This design comes from an exercise in tuning for small area and a short achievable clock period on the open sky130 flow, not from production work. In this exercise RTL edits were held to simulation tests only and were not proved equivalent to the original. Power is estimated from default activity; no workload was simulated.

**flow/run.sh**
```bash
#!/bin/bash
# synth_recipe.tcl (not shown) runs the flow's synth.tcl, then flattens the netlist and writes it again
# the make line also repeats each setting of config.mk as NAME=value (left out here)
make -C /OpenROAD-flow-scripts/flow DESIGN_CONFIG=/design/flow/config.mk WORK_HOME=/design/flow/orfs CLKGATE_MAP_FILE= SYNTH_SCRIPT=/design/flow/synth_recipe.tcl finish
```
**flow/config.mk**
```make
export PLATFORM = sky130hd
export DESIGN_NAME = banked_arbitrated_ram
export DESIGN_NICKNAME = banked_arbitrated_ram
export VERILOG_FILES = /design/flow/design.v
export SDC_FILE = /design/flow/constraint.sdc
export NUM_CORES = 4
export LEC_CHECK = 0
export CAP_MARGIN = 20
export CORE_MARGIN = 2
export CORE_UTILIZATION = 40
export SLEW_MARGIN = 20
```
**flow/constraint.sdc**
```tcl
create_clock -name core_clock -period 4.2 [get_ports {clk}]
set_input_delay 0.8400 -clock core_clock [delete_from_list [all_inputs] [get_ports {clk}]]
set_output_delay 0.8400 -clock core_clock [all_outputs]
set_load 0.01 [all_outputs]
```
**flow/design.v**
```verilog
package banked_arbitrated_ram_pkg;
  typedef enum logic {
    ST_INIT = 1'b0,
    ST_RUN  = 1'b1
  } state_e;
  function automatic int idx_w(input int n);
    if (n > 1) idx_w = $clog2(n);
    else       idx_w = 1;
  endfunction
  function automatic int bank_w(input int b);
    if (b > 1) bank_w = $clog2(b);
    else       bank_w = 1;
  endfunction
  function automatic int row_w(input int d, input int b);
    if ((d / b) > 1) row_w = $clog2(d / b);
    else             row_w = 1;
  endfunction
  function automatic bit params_ok(input int d, input int b, input int width);
    params_ok = (b >= 1) && ((d % b) == 0) && ((b & (b - 1)) == 0) && ((width % 8) == 0);
  endfunction
endpackage
module rr_arb_sync #(
  parameter int N     = 2,
  parameter int LOG_N = 1
) (
  input  logic             clk,
  input  logic             rst,
  input  logic [N-1:0]     i_req,
  output logic [N-1:0]     o_gnt,
  output logic [LOG_N-1:0] o_idx,
  output logic             o_any
);
  logic [LOG_N-1:0] r_ptr;
  always_comb begin
    o_gnt = '0;
    o_idx = '0;
    o_any = 1'b0;
    for (int k = 0; k < N; k++) begin
      if (!o_any && i_req[k] && (k >= int'(r_ptr))) begin
        o_any    = 1'b1;
        o_idx    = LOG_N'(k);
        o_gnt[k] = 1'b1;
      end
    end
    for (int k = 0; k < N; k++) begin
      if (!o_any && i_req[k] && (k < int'(r_ptr))) begin
        o_any    = 1'b1;
        o_idx    = LOG_N'(k);
        o_gnt[k] = 1'b1;
      end
    end
  end
  always_ff @(posedge clk) begin
    if (rst)        r_ptr <= '0;
    else if (o_any) r_ptr <= (o_idx == LOG_N'(N - 1)) ? '0 : o_idx + 1'b1;
  end
endmodule
import banked_arbitrated_ram_pkg::*;
module banked_arbitrated_ram #(
  parameter int W          = 2,
  parameter int R          = 2,
  parameter int D          = 64,
  parameter int B          = 4,
  parameter int WIDTH      = 32,
  parameter int RD_FWD     = 0,
  parameter int CLR_ON_RST = 1
) (
  input  logic                    clk,
  input  logic                    rst,
  input  logic [W-1:0]            we_i,
  output logic [W-1:0]            wrRdy_o,
  input  logic [W*$clog2(D)-1:0]   wadr_i,
  input  logic [W*WIDTH-1:0]      wdat_i,
  input  logic [W*(WIDTH/8)-1:0]  wbe_i,
  input  logic [R-1:0]            re_i,
  output logic [R-1:0]            rdRdy_o,
  input  logic [R*$clog2(D)-1:0]   radr_i,
  output logic [R-1:0]            rvld_o,
  output logic [R*WIDTH-1:0]      rdat_o,
  output logic                    init_done_o
);
  localparam int LOG_D   = (D > 1) ? $clog2(D) : 1;
  localparam int LOG_B   = (B > 1) ? $clog2(B) : 1;
  localparam int SH      = (B > 1) ? $clog2(B) : 0;
  localparam int ROWS    = D / B;
  localparam int LOG_ROW = ((D / B) > 1) ? $clog2(D / B) : 1;
  localparam int NBE     = WIDTH / 8;
  localparam int LOG_W   = (W > 1) ? $clog2(W) : 1;
  localparam int LOG_R   = (R > 1) ? $clog2(R) : 1;
  localparam int CNT_W   = $clog2(ROWS + 1);
  if (!((B >= 1) && ((D % B) == 0) && ((B & (B - 1)) == 0) && ((WIDTH % 8) == 0))) begin : g_param_err
    $error("banked_arbitrated_ram: illegal D/B/WIDTH combination");
  end
  banked_arbitrated_ram_pkg::state_e r_state, w_nstate;
  logic [CNT_W-1:0]              r_row, w_nrow;
  logic                          w_run, w_clr;
  logic [W-1:0][LOG_B-1:0]       w_wbank;
  logic [W-1:0][LOG_ROW-1:0]     w_wrow;
  logic [R-1:0][LOG_B-1:0]       w_rbank;
  logic [R-1:0][LOG_ROW-1:0]     w_rrow;
  logic [B-1:0][W-1:0]           w_bank_wgnt;
  logic [B-1:0][R-1:0]           w_bank_rgnt;
  logic [B-1:0][WIDTH-1:0]       w_bank_rdat;
  logic [W-1:0]                  w_wr_rdy;
  logic [R-1:0]                  w_rd_rdy;
  logic [R-1:0]                  r_rvld;
  logic [R-1:0][WIDTH-1:0]       r_rdat;
  logic [W-1:0][LOG_D-1:0]       bus_wadr;
  logic [W-1:0][WIDTH-1:0]       bus_wdat;
  logic [W-1:0][NBE-1:0]         bus_wbe;
  logic [R-1:0][LOG_D-1:0]       bus_radr;
  assign bus_wadr = wadr_i;
  assign bus_wdat = wdat_i;
  assign bus_wbe  = wbe_i;
  assign bus_radr = radr_i;
  assign w_run = (r_state == ST_RUN) && !rst;
  assign w_clr = (CLR_ON_RST != 0) && (r_state == ST_INIT) && !rst && (r_row < CNT_W'(ROWS));
  always_ff @(posedge clk) begin
    if (rst) begin
      r_state <= ST_INIT;
      r_row   <= '0;
    end else begin
      r_state <= w_nstate;
      r_row   <= w_nrow;
    end
  end
  always_comb begin
    w_nstate = r_state;
    w_nrow   = r_row;
    if (r_state == ST_INIT) begin
      if ((CLR_ON_RST == 0) || (r_row == CNT_W'(ROWS))) begin
        w_nstate = ST_RUN;
        w_nrow   = '0;
      end else begin
        w_nrow = r_row + 1'b1;
      end
    end
  end
  always_comb begin
    for (int w = 0; w < W; w++) begin
      w_wbank[w] = LOG_B'(bus_wadr[w] & LOG_D'(B - 1));
      w_wrow[w]  = LOG_ROW'(bus_wadr[w] >> SH);
    end
    for (int r = 0; r < R; r++) begin
      w_rbank[r] = LOG_B'(bus_radr[r] & LOG_D'(B - 1));
      w_rrow[r]  = LOG_ROW'(bus_radr[r] >> SH);
    end
  end
  for (genvar b = 0; b < B; b++) begin : g_bank
    logic [W-1:0]         w_wreq, w_wgnt;
    logic [LOG_W-1:0]     w_widx;
    logic                 w_wany;
    logic [R-1:0]         w_rreq, w_rgnt;
    logic [LOG_R-1:0]     w_ridx;
    logic                 w_rany;
    logic [LOG_ROW-1:0]   w_wr_row, w_rd_row;
    logic [WIDTH-1:0]     w_rdat;
    logic [WIDTH-1:0]     r_mem [ROWS];
    always_comb begin
      for (int w = 0; w < W; w++) w_wreq[w] = w_run & we_i[w] & (w_wbank[w] == LOG_B'(b));
      for (int r = 0; r < R; r++) w_rreq[r] = w_run & re_i[r] & (w_rbank[r] == LOG_B'(b));
    end
    rr_arb_sync #(.N(W), .LOG_N(LOG_W)) u_warb (
      .clk(clk), .rst(rst), .i_req(w_wreq), .o_gnt(w_wgnt), .o_idx(w_widx), .o_any(w_wany)
    );
    rr_arb_sync #(.N(R), .LOG_N(LOG_R)) u_rarb (
      .clk(clk), .rst(rst), .i_req(w_rreq), .o_gnt(w_rgnt), .o_idx(w_ridx), .o_any(w_rany)
    );
    assign w_wr_row       = w_wrow[w_widx];
    assign w_rd_row       = w_rrow[w_ridx];
    assign w_bank_wgnt[b] = w_wgnt;
    assign w_bank_rgnt[b] = w_rgnt;
    assign w_bank_rdat[b] = w_rdat;
    always_ff @(posedge clk) begin
      if (w_clr) begin
        r_mem[r_row[LOG_ROW-1:0]] <= '0;
      end else if (w_wany) begin
        for (int k = 0; k < NBE; k++)
          if (bus_wbe[w_widx][k]) r_mem[w_wr_row][8*k +: 8] <= bus_wdat[w_widx][8*k +: 8];
      end
    end
    always_comb begin
      w_rdat = r_mem[w_rd_row];
      if ((RD_FWD != 0) && w_rany && w_wany && (w_wr_row == w_rd_row)) begin
        for (int k = 0; k < NBE; k++)
          if (bus_wbe[w_widx][k]) w_rdat[8*k +: 8] = bus_wdat[w_widx][8*k +: 8];
      end
    end
  end
  always_comb begin
    w_wr_rdy = '0;
    w_rd_rdy = '0;
    for (int b = 0; b < B; b++) begin
      w_wr_rdy = w_wr_rdy | w_bank_wgnt[b];
      w_rd_rdy = w_rd_rdy | w_bank_rgnt[b];
    end
  end
  always_ff @(posedge clk) begin
    if (rst) begin
      r_rvld <= '0;
      r_rdat <= '0;
    end else begin
      for (int r = 0; r < R; r++) begin
        r_rvld[r] <= w_rd_rdy[r];
        if (w_rd_rdy[r]) r_rdat[r] <= w_bank_rdat[w_rbank[r]];
      end
    end
  end
  assign wrRdy_o     = w_wr_rdy;
  assign rdRdy_o     = w_rd_rdy;
  assign rvld_o      = r_rvld;
  assign rdat_o      = r_rdat;
  assign init_done_o = (r_state == ST_RUN);
endmodule
```
==> summary.txt <==
how the worst max path moves through the flow:
stage	startpoint	to	slack [ns]	cells past startpoint
finish	r_state	r_rdat[63]	0.001	13
global route	r_state	rdRdy_o[1]	0.006	7
CTS	r_state	r_rdat[38]	0.005	14
detailed placement	re_i[0]	r_rdat[38]	-0.73	14
global placement	re_i[0]	r_rdat[6]	-0.74	14
floorplan	wadr_i[0]	g_bank[1].r_mem[0][0]	0.13	12
worst register-to-register path, cell delays in order (launching register included):
cell,delay [ns]
dfxtp_4,0.44
buf_4,0.23
nand3b_1,0.22
o311ai_4,0.35
buf_12,0.20
mux2i_4,0.34
buf_12,0.21
buf_12,0.20
mux2i_1,0.26
o22ai_1,0.12
nor4_1,0.86
buf_4,0.26
o22a_1,0.24
a41oi_1,0.13
synthesized netlist by cell type, types with 3 or more instances:
cell type	instances	area share, %
nand3_1	12	0.069
o22ai_1	290	2.1
buf_4	14	0.12
edfxtp_1	2048	71
o21ai_1	4	0.023
o21ai_0	69	0.40
a21oi_1	233	1.3
and4_1	3	0.030
nor4_1	64	0.46
nor3_1	5	0.029
nand2b_1	10	0.072
dfxtp_1	80	1.8
mux2_2	115	1.5
a41oi_1	61	0.61
and2_1	24	0.17
buf_2	91	0.52
or2_2	5	0.036
inv_1	8	0.034
a211oi_1	64	0.55
a32o_1	63	0.72
nor2b_1	45	0.32
o21bai_1	60	0.52
and2_0	11	0.079
mux2i_1	839	9.6
o21a_1	4	0.034
nand4_1	3	0.022
nor2_1	330	1.4
clkbuf_4	3	0.026
buf_1	33	0.14
clkbuf_1	244	1.1
o31a_1	3	0.030
a311oi_1	36	0.36
o22a_1	62	0.62
a221oi_1	63	0.63
nand2_1	644	2.8
o311a_1	5	0.057
a22oi_1	78	0.67
per-layer routing:
layer	share of wire (%)	vias to the layer above	routed length, µm
li1	-	24539	-
met1	38	28259	108000
met2	47	2472	134000
met3	7.8	584	21900
met4	6.3	2	17800
met5	0.0046	-	13
power by group:
part / total [mW] / switching, mW / internal [mW]
clock network: 19.4 / 8.30 / 11.1
logic: 2.95 / 1.81 / 1.14
registers: 23.2 / 0.0650 / 23.2
total: 45.6 / 10.2 / 35.4
final cells by class:
class	instances	area, µm²
Multi-Input combinational cell	3251	23000
Fill cell	18342	110000
Tap cell	2854	3570
Antenna cell	4	10.0
Sequential cell	2128	63100
Clock inverter	136	1590
Timing Repair Buffer	1137	10300
Inverter	9	33.8
Clock buffer	260	5610
through the flow:
stage / instance area (µm²) / cells / setup slack [ns] / util (%)
after global routing: 107000 / 9776 / 0.00554 / 49.4
after global placement: 99800 / 9374 / -0.740 / 46.0
after detailed placement: 99900 / 9375 / -0.726 / 46.0
final: 107000 / 9779 / 0.00123 / 49.4
after floorplan: 87200 / 5773 / 0.132 / -
after CTS: 107000 / 9772 / 0.00484 / 49.4
cell families (layout without fill, tap and decap cells):
logic type | after synthesis | after routing | share of synthesized area, %
simple gates | 1173 | 1173 | 5.65
buf+inv | 394 | 1542 | 1.90
compound gates | 1120 | 1120 | 8.92
mux | 955 | 955 | 11.1
fa+ha+maj | 2 | 2 | 0.0287
other cells | 0 | 4 | 0
xor+xnor | 1 | 1 | 0.0100
flops | 2128 | 2128 | 72.4
sequential cells by signal, summed over array words and instances (netlist names):
signal               count
g_bank.u_rarb.r_ptr      4
r_row                    5
r_rvld                   2
g_bank.u_warb.r_ptr      4
g_bank.r_mem          2048
r_state                  1
r_rdat                  64
what timing repair did:
| action | CTS | global route |
|---|---|---|
| gates resized for setup | 6 | 2 |
| buffers inserted | 1 | 0 |
| endpoints found under the setup margin | 23 | 3 |
==> impl_metrics.py <==
metrics = {
    "sta": {
        "finalHoldViolCount": 0,
        "skew_ns": 0.0864,
        "tightest_slew_ns": 1.10,
        "rsz0062_at_grt": "no",
        "maxSlewHeadroom_pct": 26.9,
        "period_minus_slack_ns": 4.20,
        "hold-worst-slack_ns": 0.509,
        "drv_slew": 0,
        "setup_violations": 0,
        "min_period_over_period_pct": 100,
        "tns_ns": 0,
        "max_freq_mhz": 238,
    },
    "global_routing": {
        "global_route.usage.total_pct": 24.9,
        "grt_pass1_vias": 54320,
        "gr-max-usage-layer": "met2",
        "grt-ovfl-total": 0,
        "met1_usage_pct": 31.2,
        "antenna_found_initial": 12,
        "grt_max_degree": 53,
        "grt_pass1_wl_um": 397000,
        "grtUsageMet2_pct": 40.5,
        "met3_usage_pct": 4.85,
    },
    "route": {
        "drt_iter0_drc": 6172,
        "vias_per_cell": 5.71,
        "final_antenna_net_count": 0,
        "drc": 0,
        "num_vias": 55856,
        "drt_wl_total_um": 282000,
        "dr.pass1.iters": 5,
        "avgRoutedWirePerCell_um": 28.9,
    },
    "final_layout": {
        "layout.nets": 6846,
        "final_cell_mix": "2048 x edfxtp_1, 855 x buf_4, 835 x mux2i_1, 644 x nand2_1, 324 x nor2_1",
        "drive_gt1_share_pct": 21.6,
        "synthToLayoutAreaGrowth_pct": 23.0,
        "layout_commonest_cell": "edfxtp_1",
    },
    "setup_path": {
        "slowest_stage": "nor4_1",
        "worstPathCellList": "buf_4 > nand3b_1 > o311ai_4 > buf_12 > mux2i_4 > buf_12 > buf_12 > mux2i_1 > o22ai_1 > nor4_1 > buf_4 > o22a_1 > a41oi_1",
        "required_ns": 4.92,
        "setup.worst_path.end_class": "flop",
        "worst_r2r_path_depth": 13,
        "crit_buf_inv": 5,
        "crit_top_cell": "buf_12",
        "r2r_start": "r_state",
        "setup.worst_path.class": "flop to flop",
        "critPathMaxStageDelay_ns": 0.86,
        "cp.arrival_ns": 4.92,
        "r2r_setup_slack_ns": 0.001,
        "r2r_end": "r_rdat[63]",
        "cp_max_fo": 17,
        "crit_family": "buffers and inverters",
        "critPathLaunchType": "flop",
    },
    "cts": {
        "clock-sinks": 2128,
        "cts_tree": "yes",
        "clkLatencyLatePin_ns": 0.90,
        "clk_path_buf_depth": 3,
        "root_buffer": "clkbuf_16",
        "numCtsBuffers": 215,
        "h-tree-depth": 4,
        "ctsHoldBuffers": 0,
        "clkTransAtPathRegs_ns": 0.06,
    },
    "synth": {
        "ys_types": 70,
        "avgSynthCellArea_um2": 15.1,
        "synth_warnings": 2,
        "async_reset_ff_share_pct": 0,
        "synth_seq_area_share_pct": 72.4,
        "ys_ff_latch": 2128,
        "synth_flop_cell": "edfxtp_1",
        "synth_edf_count": 2048,
        "syn-num-nets": 5877,
        "synth_cells": 5773,
        "syn_area_um2": 87200,
    },
    "floorplanning": {
        "std_cell_rows": 171,
        "top_level_ports": 173,
        "die_y_um": 471,
        "dieArea_um2": 222000,
        "core_area_um2": 217000,
        "start_util_pct": 40.2,
        "die_x_um": 471,
    },
    "power_and_ir_drop": {
        "leakagePower_nw": 41.1,
        "ir_worst_vdd_mv": 0.385,
        "total_power_mw": 45.6,
        "p_per_area_nw_per_um2": 425,
    },
    "hold_path": {
        "hold_class": "flop to flop",
        "whs_endpoint": "g_bank[2].u_rarb.r_ptr",
        "hold_depth": 2,
        "min_from": "g_bank[2].u_rarb.r_ptr",
    },
    "run_status": {
        "status": "complete, no violations",
    },
    "placement": {
        "gp_congestion": 0.966,
        "port_buffers": 172,
        "hpwl_um": 207000,
    },
    "run": {
        "maxCapViolations": 0,
    },
}

==> re-timing with driven ports <==
In the flow no input, the clock included, has a driving cell. The finished layout below was timed again as built, in two steps.
Step 1 assumes that a clkbuf_16 drives the clock port and a buf_2 every other input.
Step 2 moves the port delays by t, midway between the first and last clock arrival at a register: inputs arrive t later, outputs are due t later. That takes back most of the time a late clock gives input paths.
Slacks: ideal ports / drivers / drivers and shift; pairs: ideal ports / drivers.
shift t [ns]: 0.957
slack for setup (ns): 0.001 / -0.020 / -0.720
worst hold slack (ns): 0.509 / 0.509 / 0.509
latest minus earliest clock arrival (ns): 0.102 / 0.102
worst data-port slew with drivers (ns): 0.20
Met with ideal ports but missed after step 2: setup timing in this run. For this run, drivers alone change the setup slack by -0.021 ns; drivers and shift together by -0.721 ns.
